This design comes from an exercise in tuning for small area and a short achievable clock period on the open sky130 flow, not from production work.
At most, simulation tests tie the RTL to the original design; equivalence was not proved.
The RTL of run 1 was laid out without a check of its function.

<file path="config.mk">
export PLATFORM = sky130hd
export DESIGN_NAME = mul_div_unit
export DESIGN_NICKNAME = mul_div_unit
export VERILOG_FILES = /design/flow/design.v
export SDC_FILE = /design/flow/constraint.sdc
export NUM_CORES = 4
export LEC_CHECK = 0
export ABC_AREA = 1
export CAP_MARGIN = 20
export CORE_MARGIN = 2
export CORE_UTILIZATION = 40
export SLEW_MARGIN = 20
</file>
<file path="constraint.sdc">
create_clock -name core_clock -period 90.0 [get_ports {clk}]
set_input_delay 18.0000 -clock core_clock [delete_from_list [all_inputs] [get_ports {clk}]]
set_output_delay 18.0000 -clock core_clock [all_outputs]
set_load 0.01 [all_outputs]
</file>
<file path="design.v">
module mul_div_unit #(
    parameter int WIDTH   = 32,
    parameter int MUL_LAT = 5,
    parameter int DIV_LAT = 10
) (
    input  logic             clk,
    input  logic             reset,
    input  logic             start,
    input  logic [2:0]       op,
    input  logic [WIDTH-1:0] a,
    input  logic [WIDTH-1:0] b,
    input  logic             flush,
    output logic             busy,
    output logic             done,
    output logic [WIDTH-1:0] hi,
    output logic [WIDTH-1:0] lo
);
    logic [31:0] x;
    logic [33:0] ph;
    logic [31:0] pl;
    logic        f_div, f_sgn, neg_a;
    logic [3:0]  cnt;
    logic        run;             
    logic        m_last, d_first, d_last;    
    logic [34:0] xs;              
    logic        d_neg;           
    assign d_neg = f_sgn & x[31];
    assign xs    = {{3{d_neg}}, x};
    logic [34:0] ain [0:4];
    logic [34:0] pp  [0:3];
    logic [34:0] sum [0:3];
    logic [3:0]  qb, rneg;
    logic [3:0]  c_one, c_two, c_neg;
    assign ain[0] = {ph[33], ph};
    for (genvar k = 0; k < 4; k++) begin : g_row
        if (k == 0) begin : g_n0
            assign rneg[k] = c_neg[k];
        end else begin : g_nk
            assign rneg[k] = c_neg[k] ^ (f_div & ~qb[k-1]);
        end
        assign pp[k] = (({35{c_one[k]}} & xs) | ({35{c_two[k]}} & {xs[33:0], 1'b0}))
                     ^ {35{rneg[k]}};
        logic co_unused;
        if (k < 1) begin : g_fast
            add35_ks u_add (.a(ain[k]), .b(pp[k]), .ci(rneg[k]), .s(sum[k]), .co(co_unused));
        end else begin : g_small
            add35_bk u_add (.a(ain[k]), .b(pp[k]), .ci(rneg[k]), .s(sum[k]), .co(co_unused));
        end
        assign qb[k]    = ~sum[k][34];
        assign ain[k+1] = f_div ? {sum[k][33:0], pl[30-k]}
                                : {{2{sum[k][34]}}, sum[k][34:2]};
    end
    function automatic logic [2:0] booth(input logic [2:0] t);    
        booth[2] = t[1] ^ t[0];
        booth[1] = (t[2] & ~t[1] & ~t[0]) | (~t[2] & t[1] & t[0]);
        booth[0] = t[2];
    endfunction
    logic [8:0]  nb;              
    logic        n_div, n_dneg;
    always_comb begin
        if (!run) begin
            nb     = {a[7:0], 1'b0};
            n_div  = op[1];
            n_dneg = ~op[0] & b[31];
        end else begin
            nb     = (cnt == 4'd3) ? {6'd0, neg_a, neg_a, pl[7]} : pl[15:7];
            n_div  = f_div;
            n_dneg = d_neg;
        end
    end
    always_ff @(posedge clk) begin
        for (int k = 0; k < 4; k++) begin
            logic [2:0] bc;
            if (!n_div)
                bc = booth(nb[2*k +: 3]);
            else if (k == 0 && run && cnt == 4'd8)
                bc = {1'b0, ~qb[3], n_dneg};            
            else if (k == 0 && run && !d_first)
                bc = {2'b10, n_dneg ^ qb[3]};           
            else
                bc = {2'b10, ~n_dneg};                  
            c_one[k] <= bc[2];
            c_two[k] <= bc[1];
            c_neg[k] <= bc[0];
        end
    end
    function automatic logic [31:0] cneg(input logic [31:0] v, input logic en);
        logic [31:0] below;
        below[0] = 1'b0;
        for (int i = 1; i < 32; i++) below[i] = below[i-1] | v[i-1];
        cneg = v ^ ({32{en}} & below);
    endfunction
    logic [31:0] pl_abs;
    logic        neg_q, bz;
    assign pl_abs = cneg(pl, neg_a);
    assign neg_q  = neg_a ^ d_neg;
    assign bz     = (x == 32'd0);
    logic last;
    assign last = f_div ? d_last : m_last;
    always_ff @(posedge clk) begin
        if (!run) begin
            x       <= b;
            ph      <= '0;
            pl      <= a;
            f_div   <= op[1];
            f_sgn   <= ~op[0];
            neg_a   <= ~op[0] & a[31];
            cnt     <= '0;
            m_last  <= 1'b0;
            d_first <= 1'b1;
            d_last  <= 1'b0;
        end else begin
            cnt     <= cnt + 4'd1;
            m_last  <= (cnt == 4'd3);
            d_first <= 1'b0;
            d_last  <= (cnt == 4'd8);
            if (!f_div) begin
                ph <= ain[4][33:0];
                pl <= {sum[3][1:0], sum[2][1:0], sum[1][1:0], sum[0][1:0], pl[31:8]};
            end else if (d_first) begin
                ph <= {33'd0, pl_abs[31]};
                pl <= pl_abs;
            end else begin
                ph <= ain[4][33:0];
                pl <= {pl[27:0], qb[0], qb[1], qb[2], qb[3]};
            end
        end
    end
    always_ff @(posedge clk or posedge reset) begin
        if (reset) begin
            run  <= 1'b0;
        end else if (!run) begin
            run  <= start & ~flush & ~op[2];
        end else begin
            run  <= ~flush & ~last;
        end
    end
    always_ff @(posedge clk or posedge reset) begin
        if (reset) begin
            busy <= 1'b0;
            done <= 1'b0;
            hi   <= '0;
            lo   <= '0;
        end else begin
            done <= 1'b0;
            if (!run) begin
                if (start && !flush) begin
                    if (!op[2]) busy <= 1'b1;
                    else if (op[1:0] == 2'b00) hi <= a;
                    else if (op[1:0] == 2'b01) lo <= a;
                end
            end else if (flush) begin
                busy <= 1'b0;
            end else if (last) begin
                busy <= 1'b0;
                done <= 1'b1;
                if (!f_div) begin
                    hi <= sum[0][31:0];
                    lo <= pl;
                end else begin
                    hi <= cneg(sum[0][32:1], neg_a);
                    lo <= bz ? 32'hFFFF_FFFF : cneg(pl, neg_q);
                end
            end
        end
    end
endmodule
module add35_ks (input logic [34:0] a, input logic [34:0] b, input logic ci,
    output logic [34:0] s, output logic co);
    logic [34:0] p, g;
    assign p = a ^ b;
    assign g = a & b;
    logic G_0_0;
    assign G_0_0 = ci;
    logic G_1_1, P_1_1;
    assign G_1_1 = g[0];
    assign P_1_1 = p[0];
    logic G_2_2, P_2_2;
    assign G_2_2 = g[1];
    assign P_2_2 = p[1];
    logic G_3_3, P_3_3;
    assign G_3_3 = g[2];
    assign P_3_3 = p[2];
    logic G_4_4, P_4_4;
    assign G_4_4 = g[3];
    assign P_4_4 = p[3];
    logic G_5_5, P_5_5;
    assign G_5_5 = g[4];
    assign P_5_5 = p[4];
    logic G_6_6, P_6_6;
    assign G_6_6 = g[5];
    assign P_6_6 = p[5];
    logic G_7_7, P_7_7;
    assign G_7_7 = g[6];
    assign P_7_7 = p[6];
    logic G_8_8, P_8_8;
    assign G_8_8 = g[7];
    assign P_8_8 = p[7];
    logic G_9_9, P_9_9;
    assign G_9_9 = g[8];
    assign P_9_9 = p[8];
    logic G_10_10, P_10_10;
    assign G_10_10 = g[9];
    assign P_10_10 = p[9];
    logic G_11_11, P_11_11;
    assign G_11_11 = g[10];
    assign P_11_11 = p[10];
    logic G_12_12, P_12_12;
    assign G_12_12 = g[11];
    assign P_12_12 = p[11];
    logic G_13_13, P_13_13;
    assign G_13_13 = g[12];
    assign P_13_13 = p[12];
    logic G_14_14, P_14_14;
    assign G_14_14 = g[13];
    assign P_14_14 = p[13];
    logic G_15_15, P_15_15;
    assign G_15_15 = g[14];
    assign P_15_15 = p[14];
    logic G_16_16, P_16_16;
    assign G_16_16 = g[15];
    assign P_16_16 = p[15];
    logic G_17_17, P_17_17;
    assign G_17_17 = g[16];
    assign P_17_17 = p[16];
    logic G_18_18, P_18_18;
    assign G_18_18 = g[17];
    assign P_18_18 = p[17];
    logic G_19_19, P_19_19;
    assign G_19_19 = g[18];
    assign P_19_19 = p[18];
    logic G_20_20, P_20_20;
    assign G_20_20 = g[19];
    assign P_20_20 = p[19];
    logic G_21_21, P_21_21;
    assign G_21_21 = g[20];
    assign P_21_21 = p[20];
    logic G_22_22, P_22_22;
    assign G_22_22 = g[21];
    assign P_22_22 = p[21];
    logic G_23_23, P_23_23;
    assign G_23_23 = g[22];
    assign P_23_23 = p[22];
    logic G_24_24, P_24_24;
    assign G_24_24 = g[23];
    assign P_24_24 = p[23];
    logic G_25_25, P_25_25;
    assign G_25_25 = g[24];
    assign P_25_25 = p[24];
    logic G_26_26, P_26_26;
    assign G_26_26 = g[25];
    assign P_26_26 = p[25];
    logic G_27_27, P_27_27;
    assign G_27_27 = g[26];
    assign P_27_27 = p[26];
    logic G_28_28, P_28_28;
    assign G_28_28 = g[27];
    assign P_28_28 = p[27];
    logic G_29_29, P_29_29;
    assign G_29_29 = g[28];
    assign P_29_29 = p[28];
    logic G_30_30, P_30_30;
    assign G_30_30 = g[29];
    assign P_30_30 = p[29];
    logic G_31_31, P_31_31;
    assign G_31_31 = g[30];
    assign P_31_31 = p[30];
    logic G_32_32, P_32_32;
    assign G_32_32 = g[31];
    assign P_32_32 = p[31];
    logic G_33_33, P_33_33;
    assign G_33_33 = g[32];
    assign P_33_33 = p[32];
    logic G_34_34, P_34_34;
    assign G_34_34 = g[33];
    assign P_34_34 = p[33];
    logic G_35_35, P_35_35;
    assign G_35_35 = g[34];
    assign P_35_35 = p[34];
    logic G_35_34;
    assign G_35_34 = G_35_35 | (P_35_35 & G_34_34);
    logic P_35_34;
    assign P_35_34 = P_35_35 & P_34_34;
    logic G_34_33;
    assign G_34_33 = G_34_34 | (P_34_34 & G_33_33);
    logic P_34_33;
    assign P_34_33 = P_34_34 & P_33_33;
    logic G_33_32;
    assign G_33_32 = G_33_33 | (P_33_33 & G_32_32);
    logic P_33_32;
    assign P_33_32 = P_33_33 & P_32_32;
    logic G_32_31;
    assign G_32_31 = G_32_32 | (P_32_32 & G_31_31);
    logic P_32_31;
    assign P_32_31 = P_32_32 & P_31_31;
    logic G_31_30;
    assign G_31_30 = G_31_31 | (P_31_31 & G_30_30);
    logic P_31_30;
    assign P_31_30 = P_31_31 & P_30_30;
    logic G_30_29;
    assign G_30_29 = G_30_30 | (P_30_30 & G_29_29);
    logic P_30_29;
    assign P_30_29 = P_30_30 & P_29_29;
    logic G_29_28;
    assign G_29_28 = G_29_29 | (P_29_29 & G_28_28);
    logic P_29_28;
    assign P_29_28 = P_29_29 & P_28_28;
    logic G_28_27;
    assign G_28_27 = G_28_28 | (P_28_28 & G_27_27);
    logic P_28_27;
    assign P_28_27 = P_28_28 & P_27_27;
    logic G_27_26;
    assign G_27_26 = G_27_27 | (P_27_27 & G_26_26);
    logic P_27_26;
    assign P_27_26 = P_27_27 & P_26_26;
    logic G_26_25;
    assign G_26_25 = G_26_26 | (P_26_26 & G_25_25);
    logic P_26_25;
    assign P_26_25 = P_26_26 & P_25_25;
    logic G_25_24;
    assign G_25_24 = G_25_25 | (P_25_25 & G_24_24);
    logic P_25_24;
    assign P_25_24 = P_25_25 & P_24_24;
    logic G_24_23;
    assign G_24_23 = G_24_24 | (P_24_24 & G_23_23);
    logic P_24_23;
    assign P_24_23 = P_24_24 & P_23_23;
    logic G_23_22;
    assign G_23_22 = G_23_23 | (P_23_23 & G_22_22);
    logic P_23_22;
    assign P_23_22 = P_23_23 & P_22_22;
    logic G_22_21;
    assign G_22_21 = G_22_22 | (P_22_22 & G_21_21);
    logic P_22_21;
    assign P_22_21 = P_22_22 & P_21_21;
    logic G_21_20;
    assign G_21_20 = G_21_21 | (P_21_21 & G_20_20);
    logic P_21_20;
    assign P_21_20 = P_21_21 & P_20_20;
    logic G_20_19;
    assign G_20_19 = G_20_20 | (P_20_20 & G_19_19);
    logic P_20_19;
    assign P_20_19 = P_20_20 & P_19_19;
    logic G_19_18;
    assign G_19_18 = G_19_19 | (P_19_19 & G_18_18);
    logic P_19_18;
    assign P_19_18 = P_19_19 & P_18_18;
    logic G_18_17;
    assign G_18_17 = G_18_18 | (P_18_18 & G_17_17);
    logic P_18_17;
    assign P_18_17 = P_18_18 & P_17_17;
    logic G_17_16;
    assign G_17_16 = G_17_17 | (P_17_17 & G_16_16);
    logic P_17_16;
    assign P_17_16 = P_17_17 & P_16_16;
    logic G_16_15;
    assign G_16_15 = G_16_16 | (P_16_16 & G_15_15);
    logic P_16_15;
    assign P_16_15 = P_16_16 & P_15_15;
    logic G_15_14;
    assign G_15_14 = G_15_15 | (P_15_15 & G_14_14);
    logic P_15_14;
    assign P_15_14 = P_15_15 & P_14_14;
    logic G_14_13;
    assign G_14_13 = G_14_14 | (P_14_14 & G_13_13);
    logic P_14_13;
    assign P_14_13 = P_14_14 & P_13_13;
    logic G_13_12;
    assign G_13_12 = G_13_13 | (P_13_13 & G_12_12);
    logic P_13_12;
    assign P_13_12 = P_13_13 & P_12_12;
    logic G_12_11;
    assign G_12_11 = G_12_12 | (P_12_12 & G_11_11);
    logic P_12_11;
    assign P_12_11 = P_12_12 & P_11_11;
    logic G_11_10;
    assign G_11_10 = G_11_11 | (P_11_11 & G_10_10);
    logic P_11_10;
    assign P_11_10 = P_11_11 & P_10_10;
    logic G_10_9;
    assign G_10_9 = G_10_10 | (P_10_10 & G_9_9);
    logic P_10_9;
    assign P_10_9 = P_10_10 & P_9_9;
    logic G_9_8;
    assign G_9_8 = G_9_9 | (P_9_9 & G_8_8);
    logic P_9_8;
    assign P_9_8 = P_9_9 & P_8_8;
    logic G_8_7;
    assign G_8_7 = G_8_8 | (P_8_8 & G_7_7);
    logic P_8_7;
    assign P_8_7 = P_8_8 & P_7_7;
    logic G_7_6;
    assign G_7_6 = G_7_7 | (P_7_7 & G_6_6);
    logic P_7_6;
    assign P_7_6 = P_7_7 & P_6_6;
    logic G_6_5;
    assign G_6_5 = G_6_6 | (P_6_6 & G_5_5);
    logic P_6_5;
    assign P_6_5 = P_6_6 & P_5_5;
    logic G_5_4;
    assign G_5_4 = G_5_5 | (P_5_5 & G_4_4);
    logic P_5_4;
    assign P_5_4 = P_5_5 & P_4_4;
    logic G_4_3;
    assign G_4_3 = G_4_4 | (P_4_4 & G_3_3);
    logic P_4_3;
    assign P_4_3 = P_4_4 & P_3_3;
    logic G_3_2;
    assign G_3_2 = G_3_3 | (P_3_3 & G_2_2);
    logic P_3_2;
    assign P_3_2 = P_3_3 & P_2_2;
    logic G_2_1;
    assign G_2_1 = G_2_2 | (P_2_2 & G_1_1);
    logic P_2_1;
    assign P_2_1 = P_2_2 & P_1_1;
    logic G_1_0;
    assign G_1_0 = G_1_1 | (P_1_1 & G_0_0);
    logic G_35_32;
    assign G_35_32 = G_35_34 | (P_35_34 & G_33_32);
    logic P_35_32;
    assign P_35_32 = P_35_34 & P_33_32;
    logic G_34_31;
    assign G_34_31 = G_34_33 | (P_34_33 & G_32_31);
    logic P_34_31;
    assign P_34_31 = P_34_33 & P_32_31;
    logic G_33_30;
    assign G_33_30 = G_33_32 | (P_33_32 & G_31_30);
    logic P_33_30;
    assign P_33_30 = P_33_32 & P_31_30;
    logic G_32_29;
    assign G_32_29 = G_32_31 | (P_32_31 & G_30_29);
    logic P_32_29;
    assign P_32_29 = P_32_31 & P_30_29;
    logic G_31_28;
    assign G_31_28 = G_31_30 | (P_31_30 & G_29_28);
    logic P_31_28;
    assign P_31_28 = P_31_30 & P_29_28;
    logic G_30_27;
    assign G_30_27 = G_30_29 | (P_30_29 & G_28_27);
    logic P_30_27;
    assign P_30_27 = P_30_29 & P_28_27;
    logic G_29_26;
    assign G_29_26 = G_29_28 | (P_29_28 & G_27_26);
    logic P_29_26;
    assign P_29_26 = P_29_28 & P_27_26;
    logic G_28_25;
    assign G_28_25 = G_28_27 | (P_28_27 & G_26_25);
    logic P_28_25;
    assign P_28_25 = P_28_27 & P_26_25;
    logic G_27_24;
    assign G_27_24 = G_27_26 | (P_27_26 & G_25_24);
    logic P_27_24;
    assign P_27_24 = P_27_26 & P_25_24;
    logic G_26_23;
    assign G_26_23 = G_26_25 | (P_26_25 & G_24_23);
    logic P_26_23;
    assign P_26_23 = P_26_25 & P_24_23;
    logic G_25_22;
    assign G_25_22 = G_25_24 | (P_25_24 & G_23_22);
    logic P_25_22;
    assign P_25_22 = P_25_24 & P_23_22;
    logic G_24_21;
    assign G_24_21 = G_24_23 | (P_24_23 & G_22_21);
    logic P_24_21;
    assign P_24_21 = P_24_23 & P_22_21;
    logic G_23_20;
    assign G_23_20 = G_23_22 | (P_23_22 & G_21_20);
    logic P_23_20;
    assign P_23_20 = P_23_22 & P_21_20;
    logic G_22_19;
    assign G_22_19 = G_22_21 | (P_22_21 & G_20_19);
    logic P_22_19;
    assign P_22_19 = P_22_21 & P_20_19;
    logic G_21_18;
    assign G_21_18 = G_21_20 | (P_21_20 & G_19_18);
    logic P_21_18;
    assign P_21_18 = P_21_20 & P_19_18;
    logic G_20_17;
    assign G_20_17 = G_20_19 | (P_20_19 & G_18_17);
    logic P_20_17;
    assign P_20_17 = P_20_19 & P_18_17;
    logic G_19_16;
    assign G_19_16 = G_19_18 | (P_19_18 & G_17_16);
    logic P_19_16;
    assign P_19_16 = P_19_18 & P_17_16;
    logic G_18_15;
    assign G_18_15 = G_18_17 | (P_18_17 & G_16_15);
    logic P_18_15;
    assign P_18_15 = P_18_17 & P_16_15;
    logic G_17_14;
    assign G_17_14 = G_17_16 | (P_17_16 & G_15_14);
    logic P_17_14;
    assign P_17_14 = P_17_16 & P_15_14;
    logic G_16_13;
    assign G_16_13 = G_16_15 | (P_16_15 & G_14_13);
    logic P_16_13;
    assign P_16_13 = P_16_15 & P_14_13;
    logic G_15_12;
    assign G_15_12 = G_15_14 | (P_15_14 & G_13_12);
    logic P_15_12;
    assign P_15_12 = P_15_14 & P_13_12;
    logic G_14_11;
    assign G_14_11 = G_14_13 | (P_14_13 & G_12_11);
    logic P_14_11;
    assign P_14_11 = P_14_13 & P_12_11;
    logic G_13_10;
    assign G_13_10 = G_13_12 | (P_13_12 & G_11_10);
    logic P_13_10;
    assign P_13_10 = P_13_12 & P_11_10;
    logic G_12_9;
    assign G_12_9 = G_12_11 | (P_12_11 & G_10_9);
    logic P_12_9;
    assign P_12_9 = P_12_11 & P_10_9;
    logic G_11_8;
    assign G_11_8 = G_11_10 | (P_11_10 & G_9_8);
    logic P_11_8;
    assign P_11_8 = P_11_10 & P_9_8;
    logic G_10_7;
    assign G_10_7 = G_10_9 | (P_10_9 & G_8_7);
    logic P_10_7;
    assign P_10_7 = P_10_9 & P_8_7;
    logic G_9_6;
    assign G_9_6 = G_9_8 | (P_9_8 & G_7_6);
    logic P_9_6;
    assign P_9_6 = P_9_8 & P_7_6;
    logic G_8_5;
    assign G_8_5 = G_8_7 | (P_8_7 & G_6_5);
    logic P_8_5;
    assign P_8_5 = P_8_7 & P_6_5;
    logic G_7_4;
    assign G_7_4 = G_7_6 | (P_7_6 & G_5_4);
    logic P_7_4;
    assign P_7_4 = P_7_6 & P_5_4;
    logic G_6_3;
    assign G_6_3 = G_6_5 | (P_6_5 & G_4_3);
    logic P_6_3;
    assign P_6_3 = P_6_5 & P_4_3;
    logic G_5_2;
    assign G_5_2 = G_5_4 | (P_5_4 & G_3_2);
    logic P_5_2;
    assign P_5_2 = P_5_4 & P_3_2;
    logic G_4_1;
    assign G_4_1 = G_4_3 | (P_4_3 & G_2_1);
    logic P_4_1;
    assign P_4_1 = P_4_3 & P_2_1;
    logic G_3_0;
    assign G_3_0 = G_3_2 | (P_3_2 & G_1_0);
    logic G_2_0;
    assign G_2_0 = G_2_1 | (P_2_1 & G_0_0);
    logic G_35_28;
    assign G_35_28 = G_35_32 | (P_35_32 & G_31_28);
    logic P_35_28;
    assign P_35_28 = P_35_32 & P_31_28;
    logic G_34_27;
    assign G_34_27 = G_34_31 | (P_34_31 & G_30_27);
    logic P_34_27;
    assign P_34_27 = P_34_31 & P_30_27;
    logic G_33_26;
    assign G_33_26 = G_33_30 | (P_33_30 & G_29_26);
    logic P_33_26;
    assign P_33_26 = P_33_30 & P_29_26;
    logic G_32_25;
    assign G_32_25 = G_32_29 | (P_32_29 & G_28_25);
    logic P_32_25;
    assign P_32_25 = P_32_29 & P_28_25;
    logic G_31_24;
    assign G_31_24 = G_31_28 | (P_31_28 & G_27_24);
    logic P_31_24;
    assign P_31_24 = P_31_28 & P_27_24;
    logic G_30_23;
    assign G_30_23 = G_30_27 | (P_30_27 & G_26_23);
    logic P_30_23;
    assign P_30_23 = P_30_27 & P_26_23;
    logic G_29_22;
    assign G_29_22 = G_29_26 | (P_29_26 & G_25_22);
    logic P_29_22;
    assign P_29_22 = P_29_26 & P_25_22;
    logic G_28_21;
    assign G_28_21 = G_28_25 | (P_28_25 & G_24_21);
    logic P_28_21;
    assign P_28_21 = P_28_25 & P_24_21;
    logic G_27_20;
    assign G_27_20 = G_27_24 | (P_27_24 & G_23_20);
    logic P_27_20;
    assign P_27_20 = P_27_24 & P_23_20;
    logic G_26_19;
    assign G_26_19 = G_26_23 | (P_26_23 & G_22_19);
    logic P_26_19;
    assign P_26_19 = P_26_23 & P_22_19;
    logic G_25_18;
    assign G_25_18 = G_25_22 | (P_25_22 & G_21_18);
    logic P_25_18;
    assign P_25_18 = P_25_22 & P_21_18;
    logic G_24_17;
    assign G_24_17 = G_24_21 | (P_24_21 & G_20_17);
    logic P_24_17;
    assign P_24_17 = P_24_21 & P_20_17;
    logic G_23_16;
    assign G_23_16 = G_23_20 | (P_23_20 & G_19_16);
    logic P_23_16;
    assign P_23_16 = P_23_20 & P_19_16;
    logic G_22_15;
    assign G_22_15 = G_22_19 | (P_22_19 & G_18_15);
    logic P_22_15;
    assign P_22_15 = P_22_19 & P_18_15;
    logic G_21_14;
    assign G_21_14 = G_21_18 | (P_21_18 & G_17_14);
    logic P_21_14;
    assign P_21_14 = P_21_18 & P_17_14;
    logic G_20_13;
    assign G_20_13 = G_20_17 | (P_20_17 & G_16_13);
    logic P_20_13;
    assign P_20_13 = P_20_17 & P_16_13;
    logic G_19_12;
    assign G_19_12 = G_19_16 | (P_19_16 & G_15_12);
    logic P_19_12;
    assign P_19_12 = P_19_16 & P_15_12;
    logic G_18_11;
    assign G_18_11 = G_18_15 | (P_18_15 & G_14_11);
    logic P_18_11;
    assign P_18_11 = P_18_15 & P_14_11;
    logic G_17_10;
    assign G_17_10 = G_17_14 | (P_17_14 & G_13_10);
    logic P_17_10;
    assign P_17_10 = P_17_14 & P_13_10;
    logic G_16_9;
    assign G_16_9 = G_16_13 | (P_16_13 & G_12_9);
    logic P_16_9;
    assign P_16_9 = P_16_13 & P_12_9;
    logic G_15_8;
    assign G_15_8 = G_15_12 | (P_15_12 & G_11_8);
    logic P_15_8;
    assign P_15_8 = P_15_12 & P_11_8;
    logic G_14_7;
    assign G_14_7 = G_14_11 | (P_14_11 & G_10_7);
    logic P_14_7;
    assign P_14_7 = P_14_11 & P_10_7;
    logic G_13_6;
    assign G_13_6 = G_13_10 | (P_13_10 & G_9_6);
    logic P_13_6;
    assign P_13_6 = P_13_10 & P_9_6;
    logic G_12_5;
    assign G_12_5 = G_12_9 | (P_12_9 & G_8_5);
    logic P_12_5;
    assign P_12_5 = P_12_9 & P_8_5;
    logic G_11_4;
    assign G_11_4 = G_11_8 | (P_11_8 & G_7_4);
    logic P_11_4;
    assign P_11_4 = P_11_8 & P_7_4;
    logic G_10_3;
    assign G_10_3 = G_10_7 | (P_10_7 & G_6_3);
    logic P_10_3;
    assign P_10_3 = P_10_7 & P_6_3;
    logic G_9_2;
    assign G_9_2 = G_9_6 | (P_9_6 & G_5_2);
    logic P_9_2;
    assign P_9_2 = P_9_6 & P_5_2;
    logic G_8_1;
    assign G_8_1 = G_8_5 | (P_8_5 & G_4_1);
    logic P_8_1;
    assign P_8_1 = P_8_5 & P_4_1;
    logic G_7_0;
    assign G_7_0 = G_7_4 | (P_7_4 & G_3_0);
    logic G_6_0;
    assign G_6_0 = G_6_3 | (P_6_3 & G_2_0);
    logic G_5_0;
    assign G_5_0 = G_5_2 | (P_5_2 & G_1_0);
    logic G_4_0;
    assign G_4_0 = G_4_1 | (P_4_1 & G_0_0);
    logic G_35_20;
    assign G_35_20 = G_35_28 | (P_35_28 & G_27_20);
    logic P_35_20;
    assign P_35_20 = P_35_28 & P_27_20;
    logic G_34_19;
    assign G_34_19 = G_34_27 | (P_34_27 & G_26_19);
    logic P_34_19;
    assign P_34_19 = P_34_27 & P_26_19;
    logic G_33_18;
    assign G_33_18 = G_33_26 | (P_33_26 & G_25_18);
    logic P_33_18;
    assign P_33_18 = P_33_26 & P_25_18;
    logic G_32_17;
    assign G_32_17 = G_32_25 | (P_32_25 & G_24_17);
    logic P_32_17;
    assign P_32_17 = P_32_25 & P_24_17;
    logic G_31_16;
    assign G_31_16 = G_31_24 | (P_31_24 & G_23_16);
    logic P_31_16;
    assign P_31_16 = P_31_24 & P_23_16;
    logic G_30_15;
    assign G_30_15 = G_30_23 | (P_30_23 & G_22_15);
    logic P_30_15;
    assign P_30_15 = P_30_23 & P_22_15;
    logic G_29_14;
    assign G_29_14 = G_29_22 | (P_29_22 & G_21_14);
    logic P_29_14;
    assign P_29_14 = P_29_22 & P_21_14;
    logic G_28_13;
    assign G_28_13 = G_28_21 | (P_28_21 & G_20_13);
    logic P_28_13;
    assign P_28_13 = P_28_21 & P_20_13;
    logic G_27_12;
    assign G_27_12 = G_27_20 | (P_27_20 & G_19_12);
    logic P_27_12;
    assign P_27_12 = P_27_20 & P_19_12;
    logic G_26_11;
    assign G_26_11 = G_26_19 | (P_26_19 & G_18_11);
    logic P_26_11;
    assign P_26_11 = P_26_19 & P_18_11;
    logic G_25_10;
    assign G_25_10 = G_25_18 | (P_25_18 & G_17_10);
    logic P_25_10;
    assign P_25_10 = P_25_18 & P_17_10;
    logic G_24_9;
    assign G_24_9 = G_24_17 | (P_24_17 & G_16_9);
    logic P_24_9;
    assign P_24_9 = P_24_17 & P_16_9;
    logic G_23_8;
    assign G_23_8 = G_23_16 | (P_23_16 & G_15_8);
    logic P_23_8;
    assign P_23_8 = P_23_16 & P_15_8;
    logic G_22_7;
    assign G_22_7 = G_22_15 | (P_22_15 & G_14_7);
    logic P_22_7;
    assign P_22_7 = P_22_15 & P_14_7;
    logic G_21_6;
    assign G_21_6 = G_21_14 | (P_21_14 & G_13_6);
    logic P_21_6;
    assign P_21_6 = P_21_14 & P_13_6;
    logic G_20_5;
    assign G_20_5 = G_20_13 | (P_20_13 & G_12_5);
    logic P_20_5;
    assign P_20_5 = P_20_13 & P_12_5;
    logic G_19_4;
    assign G_19_4 = G_19_12 | (P_19_12 & G_11_4);
    logic P_19_4;
    assign P_19_4 = P_19_12 & P_11_4;
    logic G_18_3;
    assign G_18_3 = G_18_11 | (P_18_11 & G_10_3);
    logic P_18_3;
    assign P_18_3 = P_18_11 & P_10_3;
    logic G_17_2;
    assign G_17_2 = G_17_10 | (P_17_10 & G_9_2);
    logic P_17_2;
    assign P_17_2 = P_17_10 & P_9_2;
    logic G_16_1;
    assign G_16_1 = G_16_9 | (P_16_9 & G_8_1);
    logic P_16_1;
    assign P_16_1 = P_16_9 & P_8_1;
    logic G_15_0;
    assign G_15_0 = G_15_8 | (P_15_8 & G_7_0);
    logic G_14_0;
    assign G_14_0 = G_14_7 | (P_14_7 & G_6_0);
    logic G_13_0;
    assign G_13_0 = G_13_6 | (P_13_6 & G_5_0);
    logic G_12_0;
    assign G_12_0 = G_12_5 | (P_12_5 & G_4_0);
    logic G_11_0;
    assign G_11_0 = G_11_4 | (P_11_4 & G_3_0);
    logic G_10_0;
    assign G_10_0 = G_10_3 | (P_10_3 & G_2_0);
    logic G_9_0;
    assign G_9_0 = G_9_2 | (P_9_2 & G_1_0);
    logic G_8_0;
    assign G_8_0 = G_8_1 | (P_8_1 & G_0_0);
    logic G_35_4;
    assign G_35_4 = G_35_20 | (P_35_20 & G_19_4);
    logic P_35_4;
    assign P_35_4 = P_35_20 & P_19_4;
    logic G_34_3;
    assign G_34_3 = G_34_19 | (P_34_19 & G_18_3);
    logic P_34_3;
    assign P_34_3 = P_34_19 & P_18_3;
    logic G_33_2;
    assign G_33_2 = G_33_18 | (P_33_18 & G_17_2);
    logic P_33_2;
    assign P_33_2 = P_33_18 & P_17_2;
    logic G_32_1;
    assign G_32_1 = G_32_17 | (P_32_17 & G_16_1);
    logic P_32_1;
    assign P_32_1 = P_32_17 & P_16_1;
    logic G_31_0;
    assign G_31_0 = G_31_16 | (P_31_16 & G_15_0);
    logic G_30_0;
    assign G_30_0 = G_30_15 | (P_30_15 & G_14_0);
    logic G_29_0;
    assign G_29_0 = G_29_14 | (P_29_14 & G_13_0);
    logic G_28_0;
    assign G_28_0 = G_28_13 | (P_28_13 & G_12_0);
    logic G_27_0;
    assign G_27_0 = G_27_12 | (P_27_12 & G_11_0);
    logic G_26_0;
    assign G_26_0 = G_26_11 | (P_26_11 & G_10_0);
    logic G_25_0;
    assign G_25_0 = G_25_10 | (P_25_10 & G_9_0);
    logic G_24_0;
    assign G_24_0 = G_24_9 | (P_24_9 & G_8_0);
    logic G_23_0;
    assign G_23_0 = G_23_8 | (P_23_8 & G_7_0);
    logic G_22_0;
    assign G_22_0 = G_22_7 | (P_22_7 & G_6_0);
    logic G_21_0;
    assign G_21_0 = G_21_6 | (P_21_6 & G_5_0);
    logic G_20_0;
    assign G_20_0 = G_20_5 | (P_20_5 & G_4_0);
    logic G_19_0;
    assign G_19_0 = G_19_4 | (P_19_4 & G_3_0);
    logic G_18_0;
    assign G_18_0 = G_18_3 | (P_18_3 & G_2_0);
    logic G_17_0;
    assign G_17_0 = G_17_2 | (P_17_2 & G_1_0);
    logic G_16_0;
    assign G_16_0 = G_16_1 | (P_16_1 & G_0_0);
    logic G_35_0;
    assign G_35_0 = G_35_4 | (P_35_4 & G_3_0);
    logic G_34_0;
    assign G_34_0 = G_34_3 | (P_34_3 & G_2_0);
    logic G_33_0;
    assign G_33_0 = G_33_2 | (P_33_2 & G_1_0);
    logic G_32_0;
    assign G_32_0 = G_32_1 | (P_32_1 & G_0_0);
    assign s[0] = p[0] ^ G_0_0;
    assign s[1] = p[1] ^ G_1_0;
    assign s[2] = p[2] ^ G_2_0;
    assign s[3] = p[3] ^ G_3_0;
    assign s[4] = p[4] ^ G_4_0;
    assign s[5] = p[5] ^ G_5_0;
    assign s[6] = p[6] ^ G_6_0;
    assign s[7] = p[7] ^ G_7_0;
    assign s[8] = p[8] ^ G_8_0;
    assign s[9] = p[9] ^ G_9_0;
    assign s[10] = p[10] ^ G_10_0;
    assign s[11] = p[11] ^ G_11_0;
    assign s[12] = p[12] ^ G_12_0;
    assign s[13] = p[13] ^ G_13_0;
    assign s[14] = p[14] ^ G_14_0;
    assign s[15] = p[15] ^ G_15_0;
    assign s[16] = p[16] ^ G_16_0;
    assign s[17] = p[17] ^ G_17_0;
    assign s[18] = p[18] ^ G_18_0;
    assign s[19] = p[19] ^ G_19_0;
    assign s[20] = p[20] ^ G_20_0;
    assign s[21] = p[21] ^ G_21_0;
    assign s[22] = p[22] ^ G_22_0;
    assign s[23] = p[23] ^ G_23_0;
    assign s[24] = p[24] ^ G_24_0;
    assign s[25] = p[25] ^ G_25_0;
    assign s[26] = p[26] ^ G_26_0;
    assign s[27] = p[27] ^ G_27_0;
    assign s[28] = p[28] ^ G_28_0;
    assign s[29] = p[29] ^ G_29_0;
    assign s[30] = p[30] ^ G_30_0;
    assign s[31] = p[31] ^ G_31_0;
    assign s[32] = p[32] ^ G_32_0;
    assign s[33] = p[33] ^ G_33_0;
    assign s[34] = p[34] ^ G_34_0;
    assign co = G_35_0;
endmodule
module add35_bk (input logic [34:0] a, input logic [34:0] b, input logic ci,
    output logic [34:0] s, output logic co);
    logic [34:0] p, g;
    assign p = a ^ b;
    assign g = a & b;
    logic G_0_0;
    assign G_0_0 = ci;
    logic G_1_1, P_1_1;
    assign G_1_1 = g[0];
    assign P_1_1 = p[0];
    logic G_2_2, P_2_2;
    assign G_2_2 = g[1];
    assign P_2_2 = p[1];
    logic G_3_3, P_3_3;
    assign G_3_3 = g[2];
    assign P_3_3 = p[2];
    logic G_4_4, P_4_4;
    assign G_4_4 = g[3];
    assign P_4_4 = p[3];
    logic G_5_5, P_5_5;
    assign G_5_5 = g[4];
    assign P_5_5 = p[4];
    logic G_6_6, P_6_6;
    assign G_6_6 = g[5];
    assign P_6_6 = p[5];
    logic G_7_7, P_7_7;
    assign G_7_7 = g[6];
    assign P_7_7 = p[6];
    logic G_8_8, P_8_8;
    assign G_8_8 = g[7];
    assign P_8_8 = p[7];
    logic G_9_9, P_9_9;
    assign G_9_9 = g[8];
    assign P_9_9 = p[8];
    logic G_10_10, P_10_10;
    assign G_10_10 = g[9];
    assign P_10_10 = p[9];
    logic G_11_11, P_11_11;
    assign G_11_11 = g[10];
    assign P_11_11 = p[10];
    logic G_12_12, P_12_12;
    assign G_12_12 = g[11];
    assign P_12_12 = p[11];
    logic G_13_13, P_13_13;
    assign G_13_13 = g[12];
    assign P_13_13 = p[12];
    logic G_14_14, P_14_14;
    assign G_14_14 = g[13];
    assign P_14_14 = p[13];
    logic G_15_15, P_15_15;
    assign G_15_15 = g[14];
    assign P_15_15 = p[14];
    logic G_16_16, P_16_16;
    assign G_16_16 = g[15];
    assign P_16_16 = p[15];
    logic G_17_17, P_17_17;
    assign G_17_17 = g[16];
    assign P_17_17 = p[16];
    logic G_18_18, P_18_18;
    assign G_18_18 = g[17];
    assign P_18_18 = p[17];
    logic G_19_19, P_19_19;
    assign G_19_19 = g[18];
    assign P_19_19 = p[18];
    logic G_20_20, P_20_20;
    assign G_20_20 = g[19];
    assign P_20_20 = p[19];
    logic G_21_21, P_21_21;
    assign G_21_21 = g[20];
    assign P_21_21 = p[20];
    logic G_22_22, P_22_22;
    assign G_22_22 = g[21];
    assign P_22_22 = p[21];
    logic G_23_23, P_23_23;
    assign G_23_23 = g[22];
    assign P_23_23 = p[22];
    logic G_24_24, P_24_24;
    assign G_24_24 = g[23];
    assign P_24_24 = p[23];
    logic G_25_25, P_25_25;
    assign G_25_25 = g[24];
    assign P_25_25 = p[24];
    logic G_26_26, P_26_26;
    assign G_26_26 = g[25];
    assign P_26_26 = p[25];
    logic G_27_27, P_27_27;
    assign G_27_27 = g[26];
    assign P_27_27 = p[26];
    logic G_28_28, P_28_28;
    assign G_28_28 = g[27];
    assign P_28_28 = p[27];
    logic G_29_29, P_29_29;
    assign G_29_29 = g[28];
    assign P_29_29 = p[28];
    logic G_30_30, P_30_30;
    assign G_30_30 = g[29];
    assign P_30_30 = p[29];
    logic G_31_31, P_31_31;
    assign G_31_31 = g[30];
    assign P_31_31 = p[30];
    logic G_32_32, P_32_32;
    assign G_32_32 = g[31];
    assign P_32_32 = p[31];
    logic G_33_33, P_33_33;
    assign G_33_33 = g[32];
    assign P_33_33 = p[32];
    logic G_34_34, P_34_34;
    assign G_34_34 = g[33];
    assign P_34_34 = p[33];
    logic G_35_35, P_35_35;
    assign G_35_35 = g[34];
    assign P_35_35 = p[34];
    logic G_1_0;
    assign G_1_0 = G_1_1 | (P_1_1 & G_0_0);
    logic G_3_2;
    assign G_3_2 = G_3_3 | (P_3_3 & G_2_2);
    logic P_3_2;
    assign P_3_2 = P_3_3 & P_2_2;
    logic G_5_4;
    assign G_5_4 = G_5_5 | (P_5_5 & G_4_4);
    logic P_5_4;
    assign P_5_4 = P_5_5 & P_4_4;
    logic G_7_6;
    assign G_7_6 = G_7_7 | (P_7_7 & G_6_6);
    logic P_7_6;
    assign P_7_6 = P_7_7 & P_6_6;
    logic G_9_8;
    assign G_9_8 = G_9_9 | (P_9_9 & G_8_8);
    logic P_9_8;
    assign P_9_8 = P_9_9 & P_8_8;
    logic G_11_10;
    assign G_11_10 = G_11_11 | (P_11_11 & G_10_10);
    logic P_11_10;
    assign P_11_10 = P_11_11 & P_10_10;
    logic G_13_12;
    assign G_13_12 = G_13_13 | (P_13_13 & G_12_12);
    logic P_13_12;
    assign P_13_12 = P_13_13 & P_12_12;
    logic G_15_14;
    assign G_15_14 = G_15_15 | (P_15_15 & G_14_14);
    logic P_15_14;
    assign P_15_14 = P_15_15 & P_14_14;
    logic G_17_16;
    assign G_17_16 = G_17_17 | (P_17_17 & G_16_16);
    logic P_17_16;
    assign P_17_16 = P_17_17 & P_16_16;
    logic G_19_18;
    assign G_19_18 = G_19_19 | (P_19_19 & G_18_18);
    logic P_19_18;
    assign P_19_18 = P_19_19 & P_18_18;
    logic G_21_20;
    assign G_21_20 = G_21_21 | (P_21_21 & G_20_20);
    logic P_21_20;
    assign P_21_20 = P_21_21 & P_20_20;
    logic G_23_22;
    assign G_23_22 = G_23_23 | (P_23_23 & G_22_22);
    logic P_23_22;
    assign P_23_22 = P_23_23 & P_22_22;
    logic G_25_24;
    assign G_25_24 = G_25_25 | (P_25_25 & G_24_24);
    logic P_25_24;
    assign P_25_24 = P_25_25 & P_24_24;
    logic G_27_26;
    assign G_27_26 = G_27_27 | (P_27_27 & G_26_26);
    logic P_27_26;
    assign P_27_26 = P_27_27 & P_26_26;
    logic G_29_28;
    assign G_29_28 = G_29_29 | (P_29_29 & G_28_28);
    logic P_29_28;
    assign P_29_28 = P_29_29 & P_28_28;
    logic G_31_30;
    assign G_31_30 = G_31_31 | (P_31_31 & G_30_30);
    logic P_31_30;
    assign P_31_30 = P_31_31 & P_30_30;
    logic G_33_32;
    assign G_33_32 = G_33_33 | (P_33_33 & G_32_32);
    logic P_33_32;
    assign P_33_32 = P_33_33 & P_32_32;
    logic G_35_34;
    assign G_35_34 = G_35_35 | (P_35_35 & G_34_34);
    logic P_35_34;
    assign P_35_34 = P_35_35 & P_34_34;
    logic G_3_0;
    assign G_3_0 = G_3_2 | (P_3_2 & G_1_0);
    logic G_7_4;
    assign G_7_4 = G_7_6 | (P_7_6 & G_5_4);
    logic P_7_4;
    assign P_7_4 = P_7_6 & P_5_4;
    logic G_11_8;
    assign G_11_8 = G_11_10 | (P_11_10 & G_9_8);
    logic P_11_8;
    assign P_11_8 = P_11_10 & P_9_8;
    logic G_15_12;
    assign G_15_12 = G_15_14 | (P_15_14 & G_13_12);
    logic P_15_12;
    assign P_15_12 = P_15_14 & P_13_12;
    logic G_19_16;
    assign G_19_16 = G_19_18 | (P_19_18 & G_17_16);
    logic P_19_16;
    assign P_19_16 = P_19_18 & P_17_16;
    logic G_23_20;
    assign G_23_20 = G_23_22 | (P_23_22 & G_21_20);
    logic P_23_20;
    assign P_23_20 = P_23_22 & P_21_20;
    logic G_27_24;
    assign G_27_24 = G_27_26 | (P_27_26 & G_25_24);
    logic P_27_24;
    assign P_27_24 = P_27_26 & P_25_24;
    logic G_31_28;
    assign G_31_28 = G_31_30 | (P_31_30 & G_29_28);
    logic P_31_28;
    assign P_31_28 = P_31_30 & P_29_28;
    logic G_35_32;
    assign G_35_32 = G_35_34 | (P_35_34 & G_33_32);
    logic P_35_32;
    assign P_35_32 = P_35_34 & P_33_32;
    logic G_7_0;
    assign G_7_0 = G_7_4 | (P_7_4 & G_3_0);
    logic G_15_8;
    assign G_15_8 = G_15_12 | (P_15_12 & G_11_8);
    logic P_15_8;
    assign P_15_8 = P_15_12 & P_11_8;
    logic G_23_16;
    assign G_23_16 = G_23_20 | (P_23_20 & G_19_16);
    logic P_23_16;
    assign P_23_16 = P_23_20 & P_19_16;
    logic G_31_24;
    assign G_31_24 = G_31_28 | (P_31_28 & G_27_24);
    logic P_31_24;
    assign P_31_24 = P_31_28 & P_27_24;
    logic G_15_0;
    assign G_15_0 = G_15_8 | (P_15_8 & G_7_0);
    logic G_31_16;
    assign G_31_16 = G_31_24 | (P_31_24 & G_23_16);
    logic P_31_16;
    assign P_31_16 = P_31_24 & P_23_16;
    logic G_31_0;
    assign G_31_0 = G_31_16 | (P_31_16 & G_15_0);
    logic G_23_0;
    assign G_23_0 = G_23_16 | (P_23_16 & G_15_0);
    logic G_11_0;
    assign G_11_0 = G_11_8 | (P_11_8 & G_7_0);
    logic G_19_0;
    assign G_19_0 = G_19_16 | (P_19_16 & G_15_0);
    logic G_27_0;
    assign G_27_0 = G_27_24 | (P_27_24 & G_23_0);
    logic G_35_0;
    assign G_35_0 = G_35_32 | (P_35_32 & G_31_0);
    logic G_5_0;
    assign G_5_0 = G_5_4 | (P_5_4 & G_3_0);
    logic G_9_0;
    assign G_9_0 = G_9_8 | (P_9_8 & G_7_0);
    logic G_13_0;
    assign G_13_0 = G_13_12 | (P_13_12 & G_11_0);
    logic G_17_0;
    assign G_17_0 = G_17_16 | (P_17_16 & G_15_0);
    logic G_21_0;
    assign G_21_0 = G_21_20 | (P_21_20 & G_19_0);
    logic G_25_0;
    assign G_25_0 = G_25_24 | (P_25_24 & G_23_0);
    logic G_29_0;
    assign G_29_0 = G_29_28 | (P_29_28 & G_27_0);
    logic G_33_0;
    assign G_33_0 = G_33_32 | (P_33_32 & G_31_0);
    logic G_2_0;
    assign G_2_0 = G_2_2 | (P_2_2 & G_1_0);
    logic G_4_0;
    assign G_4_0 = G_4_4 | (P_4_4 & G_3_0);
    logic G_6_0;
    assign G_6_0 = G_6_6 | (P_6_6 & G_5_0);
    logic G_8_0;
    assign G_8_0 = G_8_8 | (P_8_8 & G_7_0);
    logic G_10_0;
    assign G_10_0 = G_10_10 | (P_10_10 & G_9_0);
    logic G_12_0;
    assign G_12_0 = G_12_12 | (P_12_12 & G_11_0);
    logic G_14_0;
    assign G_14_0 = G_14_14 | (P_14_14 & G_13_0);
    logic G_16_0;
    assign G_16_0 = G_16_16 | (P_16_16 & G_15_0);
    logic G_18_0;
    assign G_18_0 = G_18_18 | (P_18_18 & G_17_0);
    logic G_20_0;
    assign G_20_0 = G_20_20 | (P_20_20 & G_19_0);
    logic G_22_0;
    assign G_22_0 = G_22_22 | (P_22_22 & G_21_0);
    logic G_24_0;
    assign G_24_0 = G_24_24 | (P_24_24 & G_23_0);
    logic G_26_0;
    assign G_26_0 = G_26_26 | (P_26_26 & G_25_0);
    logic G_28_0;
    assign G_28_0 = G_28_28 | (P_28_28 & G_27_0);
    logic G_30_0;
    assign G_30_0 = G_30_30 | (P_30_30 & G_29_0);
    logic G_32_0;
    assign G_32_0 = G_32_32 | (P_32_32 & G_31_0);
    logic G_34_0;
    assign G_34_0 = G_34_34 | (P_34_34 & G_33_0);
    assign s[0] = p[0] ^ G_0_0;
    assign s[1] = p[1] ^ G_1_0;
    assign s[2] = p[2] ^ G_2_0;
    assign s[3] = p[3] ^ G_3_0;
    assign s[4] = p[4] ^ G_4_0;
    assign s[5] = p[5] ^ G_5_0;
    assign s[6] = p[6] ^ G_6_0;
    assign s[7] = p[7] ^ G_7_0;
    assign s[8] = p[8] ^ G_8_0;
    assign s[9] = p[9] ^ G_9_0;
    assign s[10] = p[10] ^ G_10_0;
    assign s[11] = p[11] ^ G_11_0;
    assign s[12] = p[12] ^ G_12_0;
    assign s[13] = p[13] ^ G_13_0;
    assign s[14] = p[14] ^ G_14_0;
    assign s[15] = p[15] ^ G_15_0;
    assign s[16] = p[16] ^ G_16_0;
    assign s[17] = p[17] ^ G_17_0;
    assign s[18] = p[18] ^ G_18_0;
    assign s[19] = p[19] ^ G_19_0;
    assign s[20] = p[20] ^ G_20_0;
    assign s[21] = p[21] ^ G_21_0;
    assign s[22] = p[22] ^ G_22_0;
    assign s[23] = p[23] ^ G_23_0;
    assign s[24] = p[24] ^ G_24_0;
    assign s[25] = p[25] ^ G_25_0;
    assign s[26] = p[26] ^ G_26_0;
    assign s[27] = p[27] ^ G_27_0;
    assign s[28] = p[28] ^ G_28_0;
    assign s[29] = p[29] ^ G_29_0;
    assign s[30] = p[30] ^ G_30_0;
    assign s[31] = p[31] ^ G_31_0;
    assign s[32] = p[32] ^ G_32_0;
    assign s[33] = p[33] ^ G_33_0;
    assign s[34] = p[34] ^ G_34_0;
    assign co = G_35_0;
endmodule
</file>
<file path="flow/run.sh">
#!/bin/bash
# The standard layout (standard synthesis included), with the port
# buffers made from the smallest plain buffer instead of the default cell.
set -euo pipefail
bash standard.sh BUFFER_PORTS_ARGS="-buffer_cell sky130_fd_sc_hd__buf_1" finish > standard.log 2>&1
</file>
<file path="standard.sh">
#!/bin/bash
# synth_recipe.tcl (not shown) runs the flow's synth.tcl, then flattens the netlist and writes it again
# the make line also repeats each setting of config.mk as NAME=value (left out here)
make -C /OpenROAD-flow-scripts/flow DESIGN_CONFIG=/design/flow/config.mk WORK_HOME=/design/flow/orfs CLKGATE_MAP_FILE= SYNTH_SCRIPT=/design/flow/synth_recipe.tcl "${@:-finish}"
</file>
==> results of run 1 <==
==> worst max-delay path, delay by kind of cell <==
family                 cells  cell delay (ns)
buffers and inverters      2             0.83
AO/OA/AOI/OAI              2             0.39
AND/OR/NAND/NOR            4             0.52
==> area by class of cell <==
| type | count | share of cell area, % |
|---|---|---|
| Inverter | 401 | 7.23 |
| Multi-Input combinational cell | 1989 | 61.5 |
| Clock buffer | 17 | 2.04 |
| Timing Repair Buffer | 164 | 3.50 |
| Clock inverter | 15 | 0.838 |
| Tap cell | 615 | 3.68 |
| Sequential cell | 187 | 21.2 |
==> flip-flops by register name (all words and copies together), names as in the netlist <==
name and flops:
busy 1, cnt 4, lo 32, m_last 1
x 32, d_last 1, c_one 4, f_sgn 1
c_neg 4, hi 32, pl 32, c_two 4
d_first 1, run 1, ph 34, neg_a 1
done 1, f_div 1
==> metrics by stage <==
stage	utilization, %	instance area [µm²]	setup WS [ns]	hold WS [ns]
floorplan	-	19300	70.32	0.430
CTS	43.8	20900	70.60	0.479
global route	43.9	20900	70.34	0.512
finish	43.9	20900	70.59	0.478
detailed placement	42.6	20300	70.08	0.464
global placement	42.6	20300	70.14	0.445
==> cells by family (layout without fill, tap and decap cells) <==
group | count (synthesis) | count (layout) | synth area share, %
AND/OR/NAND/NOR | 856 | 856 | 19.7
multiplexers | 4 | 4 | 0.208
buffers and inverters | 527 | 597 | 10.5
flip-flops | 187 | 187 | 23.0
adder cells (fa/ha/maj) | 183 | 183 | 13.9
XOR/XNOR | 238 | 238 | 10.9
AO/OA/AOI/OAI | 708 | 708 | 21.8
==> metal layers <==
layer	track usage (%)	part of all wire, %	up-vias
li1	-	-	9257
met1	35.8	44	9183
met2	45.1	47	717
met3	3.54	6.2	114
met4	8.95	3.1	2
met5	0	0.018	-
==> how the worst max path moves through the flow <==
stage | start | end | cells past startpoint
final | flush | hi[14] | 8
after global routing | flush | hi[12] | 8
after CTS | op[1] | hi[5] | 8
after detailed placement | op[1] | hi[5] | 8
after global placement | op[1] | hi[9] | 8
after floorplan | reset | busy | 1
==> layout by cell type, fill, tap and decap left out, types with 10 or more instances in the layout <==
cell,instances
nand2_1,449
inv_1,385
xor2_1,226
o21ai_0,201
nor2_1,175
o22ai_1,158
a21oi_1,154
buf_1,136
ha_1,132
nand3_1,118
dfxtp_1,83
a31oi_1,71
dfrtp_1,66
fa_1,51
edfxtp_1,35
o221ai_1,28
nor3_1,26
buf_4,26
o21bai_1,21
a21o_1,18
nand4_1,18
clkbuf_16,17
or2_2,14
nor2_4,13
xnor2_1,10
o211ai_1,10
clkinv_1,10
==> flow_summary.toml, run 1 <==
[run_status]
status = "finished clean"

[synthesis]
syn_area_um2 = 19300
async_flop_share_pct = 35.8
syn-num-nets = 2957
netlist_top_cells_area = "xor2_1 10%, dfxtp_1 8.8%, nand2_1 8.8%, dfrtp_1 8.7%, ha_1 8.6%"
yosys-top-cells-count = "451 x nand2_1, 387 x inv_1, 226 x xor2_1"
syn_inst = 2703
yosysMostFrequentCell = "nand2_1"
synth_area_per_cell_um2 = 7.13
yosysTopAreaCellShare_pct = 10.3
synth_warnings = 6
seq_area_frac_synth_pct = 23.0
synth-seq-cells = 187
yosys.area.top_type = "xor2_1"
yosys_most_used_dff = "dfxtp_1"
synth_edf_count = 35
synth.distinct_cells = 61

[timing]
fin_skew_ns = 0.0209
drv_slew = 0
fin_crit_ns = 19.41
finalCritPeriodShare_pct = 21.6
tightestPinTransition_ns = 1.11
tns_ns = 0
timing.final.hold_violations = 0
slew_headroom_pct = 26.0
setup_violations = 0
grt_setup_unrepaired = "false"
max_freq_mhz = 51.5

[cells_and_area]
final_cells = 3388
layout-drive-gt1-share_pct = 4.72
area_growth_pct = 8.40
multiInputGateArea_um2 = 12900
register_area_um2 = 4440
nNetsFinal = 3014
fillers = 4987
diodes = 0

[min_path]
hold_path.class = "flop to flop"
hold-path-cell-count = 1
worstHoldEndpoint = "cnt[0]"
min_from = "cnt[0]"

[clock_network]
clk_latency_ns = 0.49
cts_num_sinks = 187
htree_levels = 4
ctsResizeCount = 0
postCtsHoldBufs = 0
root_buffer = "clkbuf_16"
numCtsBuffers = 17
cts_buffer_depth = 2
postCtsSetupBuffers = 0
cts_tree = "built"
clkSlewWorstSetupHoldPaths_ns = 0.08

[critical_path]
cp_cell_sequence = "buf_1 > nor2_1 > nor2_1 > nor2_1 > nand2_1 > inv_2 > o211ai_1 > o22a_1"
crit_fanout = 59
r2r_end = "pl[0]"
r2r-start = "c_one[0]"
critical_path_required_ns = 90.38
r2r_slack_ns = 74.48
startpoint_type = "input pin"
critPathKind = "input pin to flop"
ff2ff_path_depth = 78
critPathSlowestCell = "inv_2"
cpPeakStageDelay_ns = 0.72
end_kind = "flop"
cp_data_arrival_time_ns = 19.79
crit_top_cell = "nor2_1"

[global_route]
overflow = 0
first_global_vias = 18500
grt_pass1_wl_mm = 105
antenna_found_initial = 1
grt_max_degree = 81
grtUsageTotal_pct = 26.9

[route]
vias_per_cell = 5.69
drc = 0
vias = 19300
wl_per_cell_um = 20.0
dr.pass1.iters = 6
wl_mm = 67.7
antenna_left = 0
initialDrtViolationCount = 1677

[placed_design]
dp_cells = 3354
place_congestion = 0.925
port_buffers = 136
hpwlAfterDp_mm = 51.2

[floorplan]
die_y_um = 224
initial_core_util_pct = 40.5
ios = 137
dieArea_um2 = 50000
fp.dieW_um = 224
core_area_um2 = 47600
rows = 80

[run]
cap_violations = 0
==> run 2, diff against run 1 <==
--- a/design.v
+++ b/design.v
@@ -41,7 +41,7 @@
         assign pp[k] = (({35{c_one[k]}} & xs) | ({35{c_two[k]}} & {xs[33:0], 1'b0}))
                      ^ {35{rneg[k]}};
         logic co_unused;
-        if (k < 1) begin : g_fast
+        if (k < 0) begin : g_fast
             add35_ks u_add (.a(ain[k]), .b(pp[k]), .ci(rneg[k]), .s(sum[k]), .co(co_unused));
         end else begin : g_small
             add35_bk u_add (.a(ain[k]), .b(pp[k]), .ci(rneg[k]), .s(sum[k]), .co(co_unused));
--- a/config.mk
+++ b/config.mk
@@ -9,4 +9,5 @@
 export CAP_MARGIN = 20
 export CORE_MARGIN = 2
 export CORE_UTILIZATION = 40
+export CTS_BUF_LIST = sky130_fd_sc_hd__clkbuf_8
 export SLEW_MARGIN = 20
==> run 2 against run 1 <==
Effect of this change: still clean; clock skew grew 0.010 ns; hold slack got worse by 0.0097 ns; die area is 3.4% lower; area after synthesis decreased by 3.5%; register-to-register slack got worse by 2.7 ns; worst setup slack gained 0.19 ns; final area is 4.1% lower; sequential share of layout area grew 0.91 points; critical endpoint is now hi[5]; largest cell class unchanged.
==> flow_summary.toml, run 2 <==
[critical_path]
r2r_slack_ns = 71.81
r2r-start = "c_one[0]"
critPathKind = "flop to output pin"
cp-startpoint = "hi[5]"
r2r_end = "c_neg[0]"
worst-path-buf-inv = 1
cpPeakStageDelay_ns = 0.47
cp_num_cells = 1
critical_path_required_ns = 72.00
ff2ff_path_depth = 86
critPathSlowestCell = "dfrtp_1"
cp_data_arrival_time_ns = 1.22
end_kind = "output pin"
cp_top_family = "flip-flops"
cp_cell_sequence = "buf_1"
crit_fanout = 2
startpoint_type = "flop"

[synthesis]
seq_area_frac_synth_pct = 23.8
synth_fa_ha_area_share_pct = 16.1
synth_simple_gate_area_share_pct = 16.6
synth-seq-cells = 187
syn-num-nets = 2787
synth_edf_count = 35
synth.distinct_cells = 56
synth_compound_area_share_pct = 21.9
yosys-mux-area-fraction_pct = 0.161
yosys-top-cells-count = "375 x inv_1, 364 x nand2_1, 201 x o21ai_0"
yosysMostFrequentCell = "inv_1"
synth_warnings = 6
netlist_top_cells_area = "dfxtp_1 9.1%, dfrtp_1 9.0%, ha_1 8.7%, xor2_1 7.7%, inv_1 7.6%"
syn_inst = 2518
syn_area_um2 = 18600
async_flop_share_pct = 35.8
yosys.area_share.xor_xnor_pct = 11.0
yosys_most_used_dff = "dfxtp_1"
synth_top_family_by_area = "compound AO/OA/AOI/OAI gates"
yosysTopAreaCellShare_pct = 9.14
synth_area_per_cell_um2 = 7.39
yosys.area.top_type = "dfxtp_1"

[global_route]
antenna_found_initial = 0
grtUsageMet2_pct = 42.8
use_met3_pct = 2.84
grt_max_degree = 76
overflow = 0
grt_pass1_wl_mm = 98.1
top_usage_layer = "met2"
grtUsageTotal_pct = 26.5
first_global_vias = 17600
use_met1_pct = 35.2

[timing]
slew_headroom_pct = 23.9
finalCritPeriodShare_pct = 21.4
max_freq_mhz = 52.0
grt_setup_unrepaired = "false"
tightestPinTransition_ns = 1.14
fin_crit_ns = 19.22
timing.final.hold_violations = 0
fin_skew_ns = 0.0308
setup_violations = 0
drv_slew = 0
tns_ns = 0

[min_path]
hold-path-cell-count = 1
hold_path.class = "flop to flop"
min_from = "cnt[0]"
worstHoldEndpoint = "cnt[0]"

[placed_design]
port_buffers = 136
place_congestion = 0.881
hpwlAfterDp_mm = 47.8

[floorplan]
fp.dieW_um = 220
core_area_um2 = 46300
ios = 137
rows = 79
initial_core_util_pct = 40.2
dieArea_um2 = 48300
die_y_um = 220

[route]
wl_mm = 63.8
dr.pass1.iters = 5
antenna_left = 0
vias_per_cell = 5.73
wl_per_cell_um = 20.0
vias = 18300
drc = 0
initialDrtViolationCount = 1734

[clock_network]
htree_levels = 4
cts_tree = "built"
ctsResizeCount = 0
clkSlewWorstSetupHoldPaths_ns = 0.12
postCtsSetupBuffers = 0
cts_num_sinks = 187
clk_latency_ns = 0.57
cts_buffer_depth = 2
postCtsHoldBufs = 0
root_buffer = "clkbuf_8"
numCtsBuffers = 17

[cells_and_area]
area_growth_pct = 7.70
mostFrequentLayoutCells = "371 x inv_1, 364 x nand2_1, 201 x o21ai_0, 164 x xor2_1, 155 x o22ai_1"
top_register = "ph"
final_util_pct = 43.3
final_common_cell = "inv_1"
largest_register_ffs = 34
nNetsFinal = 2843
diodes = 0
layout-drive-gt1-share_pct = 4.17

[run]
cap_violations = 0

[run_status]
status = "finished clean"
## run 2: changes by cell type in the layout (fill, tap and decap cells not counted), moves of 10 or more
cell / previous run / this run
xor2_1: 226 / 164
clkbuf_8: 0 / 17
nor2_1: 175 / 153
xnor2_1: 10 / 59
a21oi_1: 154 / 113
nor3_1: 26 / 16
nand3_1: 118 / 104
fa_1: 51 / 68
clkbuf_16: 17 / 0
nand4_1: 18 / 33
inv_1: 385 / 371
o21bai_1: 21 / 6
nand2_1: 449 / 364
## run 2: kinds of logic (layout without fill, tap and decap cells)
group	Yosys count	after routing
flip-flops	187	187
multiplexers	3	3
buffers and inverters	515	584
AO/OA/AOI/OAI	678	678
XOR/XNOR	227	227
AND/OR/NAND/NOR	710	710
adder cells (fa/ha/maj)	198	198
## run 2: per-layer routing
| metal | vias up | part of all wire, % |
|---|---|---|
| met2 | 690 | 46 |
| li1 | 8690 | - |
| met5 | - | 0 |
| met3 | 134 | 6.5 |
| met4 | 0 | 4.2 |
| met1 | 8793 | 44 |
## run 2: area by class of cell
| class | instances | area (µm²) |
|---|---|---|
| Clock buffer | 17 | 234 |
| Inverter | 388 | 1460 |
| Tap cell | 607 | 759 |
| Fill cell | 4842 | 26200 |
| Timing Repair Buffer | 164 | 721 |
| Clock inverter | 15 | 196 |
| Sequential cell | 187 | 4440 |
| Multi-Input combinational cell | 1816 | 12200 |
## run 2: worst max-delay path by stage
stage               endpoint
CTS                    hi[5]
global placement      lo[26]
detailed placement    lo[12]
global route        c_neg[0]
finish                 hi[5]
floorplan               busy
## run 2: stage by stage
stage               setup WS (ns)  cells  hold slack [ns]  area, µm²
floorplan                   70.32   2518            0.430      18600
global route                70.45   3194            0.504      20000
detailed placement          70.38   3162            0.450      19600
finish                      70.78   3194            0.468      20000
global placement            70.47   3162            0.447      19600
CTS                         70.74   3194            0.472      20000
==> run 3, diff against run 2 <==
--- a/config.mk
+++ b/config.mk
@@ -9,5 +9,4 @@
 export CAP_MARGIN = 20
 export CORE_MARGIN = 2
 export CORE_UTILIZATION = 40
-export CTS_BUF_LIST = sky130_fd_sc_hd__clkbuf_8
 export SLEW_MARGIN = 20
==> run 3 against run 2 <==
Effect of this change: largest cell class unchanged; final area increased by 0.93%; die area unchanged; clock skew decreased by 0.011 ns; register-to-register slack improved by 0.09 ns; wire length increased by 0.10%; highest routed layer unchanged; critical path depth increased by 8.
==> flow_summary.toml, run 3 <==
[timing]
drv_slew = 0
slew_headroom_pct = 24.4
fin_crit_ns = 19.15
timing.final.hold_violations = 0
grt_setup_unrepaired = "false"
setup_violations = 0
max_freq_mhz = 52.2
finalCritPeriodShare_pct = 21.3
fin_skew_ns = 0.0199
tns_ns = 0
tightestPinTransition_ns = 1.13

[route]
wl_mm = 63.9
antenna_left = 0
dr.pass1.iters = 6
drc = 0
vias = 18300
vias_per_cell = 5.74
wl_per_cell_um = 20.0
initialDrtViolationCount = 1649

[synthesis]
syn-num-nets = 2787
synth_edf_count = 35
synth-seq-cells = 187
async_flop_share_pct = 35.8
synth_area_per_cell_um2 = 7.39
seq_area_frac_synth_pct = 23.8
syn_inst = 2518
yosysTopAreaCellShare_pct = 9.14
yosys_most_used_dff = "dfxtp_1"
netlist_top_cells_area = "dfxtp_1 9.1%, dfrtp_1 9.0%, ha_1 8.7%, xor2_1 7.7%, inv_1 7.6%"
yosys-top-cells-count = "375 x inv_1, 364 x nand2_1, 201 x o21ai_0"
yosys.area.top_type = "dfxtp_1"
synth.distinct_cells = 56
synth_warnings = 6
yosysMostFrequentCell = "inv_1"
syn_area_um2 = 18600

[clock_network]
clkSlewWorstSetupHoldPaths_ns = 0.07
root_buffer = "clkbuf_16"
cts_tree = "built"
clk_latency_ns = 0.49
cts_buffer_depth = 2
postCtsSetupBuffers = 0
numCtsBuffers = 17
cts_num_sinks = 187
postCtsHoldBufs = 0
htree_levels = 4
ctsResizeCount = 0

[placed_design]
place_congestion = 0.881
dp_cells = 3162
port_buffers = 136
hpwlAfterDp_mm = 47.8

[critical_path]
crit_fanout = 58
cp_data_arrival_time_ns = 19.55
critPathKind = "input pin to flop"
critical_path_required_ns = 90.40
cp_cell_sequence = "buf_1 > o21ai_0 > o21ai_0 > nor2_1 > nand2_1 > clkinv_1 > buf_4 > nor2_1 > a31oi_1"
critPathSlowestCell = "buf_4"
startpoint_type = "input pin"
cpPeakStageDelay_ns = 0.46
end_kind = "flop"

[cells_and_area]
area_growth_pct = 8.70
layout-drive-gt1-share_pct = 4.17
final_common_cell = "inv_1"
mostFrequentLayoutCells = "369 x inv_1, 364 x nand2_1, 201 x o21ai_0, 164 x xor2_1, 155 x o22ai_1"
top_register = "ph"
nNetsFinal = 2843
register_area_um2 = 4440
multiInputGateArea_um2 = 12200
final_cells = 3194
final_util_pct = 43.7
largest_register_ffs = 34
fillers = 4814
diodes = 0

[floorplan]
core_area_um2 = 46300
initial_core_util_pct = 40.2
die_y_um = 220
rows = 79
ios = 137
dieArea_um2 = 48300
fp.dieW_um = 220

[min_path]
hold_path.class = "flop to flop"

[global_route]
first_global_vias = 17600
grt_pass1_wl_mm = 98.1
grt_max_degree = 76
overflow = 0
antenna_found_initial = 0
grtUsageTotal_pct = 26.5

[run]
cap_violations = 0

[run_status]
status = "finished clean"
## run 3: cell types whose count changed in the layout (fill, tap and decap cells not counted)
cell       change
clkbuf_16     +18
clkbuf_8      -17
clkbuf_1       +2
inv_1          -2
bufinv_16      -1
## run 3: layer usage
metal  routed length [µm]  global-route usage (%)  up-vias  share of wire, %
li1                     -                       -     8690                 -
met1                28100                    35.3     8785                44
met2                29200                    43.0      719                46
met3                 3990                    3.20      126               6.2
met4                 2600                    12.1        0               4.1
met5                    0                       0        -                 0
## run 3: area by class of cell
type	instances	share of cell area, %
Clock buffer	20	2.26
Clock inverter	12	0.786
Inverter	388	7.22
Multi-Input combinational cell	1816	60.5
Sequential cell	187	21.9
Tap cell	607	3.75
Timing Repair Buffer	164	3.56
## run 3: critical path, delay by kind of cell
family	cells	cell delay [ns]
buf+inv	3	0.63
compound gates	3	0.53
simple gates	3	0.33
## run 3: worst paths after layout
kind / from / endpoint / slack (ns) / depth (start not counted)
setup / recovery: flush / lo[23] / 70.85 / 9
hold / removal: cnt[0] / cnt[0] / 0.46 / 1
setup reg to reg: c_one[0] / c_neg[0] / 71.90 / 86
hold reg to reg: cnt[0] / cnt[0] / 0.46 / 1
max in group asynchronous: reset / run / 71.63 / 3
min in group asynchronous: reset / lo[10] / 17.76 / 3
## run 3: stage by stage
step,worst slack [ns],hold slack [ns],area [µm²]
detailed placement,70.38,0.450,19600
global placement,70.47,0.447,19600
floorplan,70.32,0.430,18600
global route,70.46,0.497,20200
finish,70.85,0.463,20200
CTS,70.84,0.466,20200
## run 3: cell families (layout without fill, tap and decap cells)
| family | after synthesis | in the layout | synth area share, % |
|---|---|---|---|
| simple gates | 710 | 710 | 16.6 |
| flops | 187 | 187 | 23.8 |
| xor+xnor | 227 | 227 | 11.0 |
| mux | 3 | 3 | 0.161 |
| compound gates | 678 | 678 | 21.9 |
| buf+inv | 515 | 584 | 10.5 |
| fa+ha+maj | 198 | 198 | 16.1 |

afterwards: timing with drivers on the ports:
No port has a modelled driver above. Below, the same layouts with a new extraction and two added sets of constraints.
Step 1: set_driving_cell puts a clkbuf_16 on clk and a buf_2 on each other input, an assumption about the parent block.
Step 2 times the ports against the registers' clock, not the clock port: input delays grow and output delays shrink by t, the midpoint of the rising clock arrivals with the driver on.
Three values: no drivers, after step 1, after step 2; two values: the first two.
run | t, ns | slack for setup (ns) | worst setup path after step 2 | worst slew at a driven data input, ns
run 1 | 0.532 | 70.589 / 70.623 / 70.090 | input to register | 0.04
run 2 | 0.603 | 70.775 / 70.727 / 70.376 | input to register | 0.04
run 3 | 0.529 | 70.849 / 70.804 / 70.347 | input to register | 0.04
After both steps setup and hold are still met in every run listed. The setup slack of run 3, which loses most, moves by -0.045 ns with the drivers and by -0.502 ns with both steps.
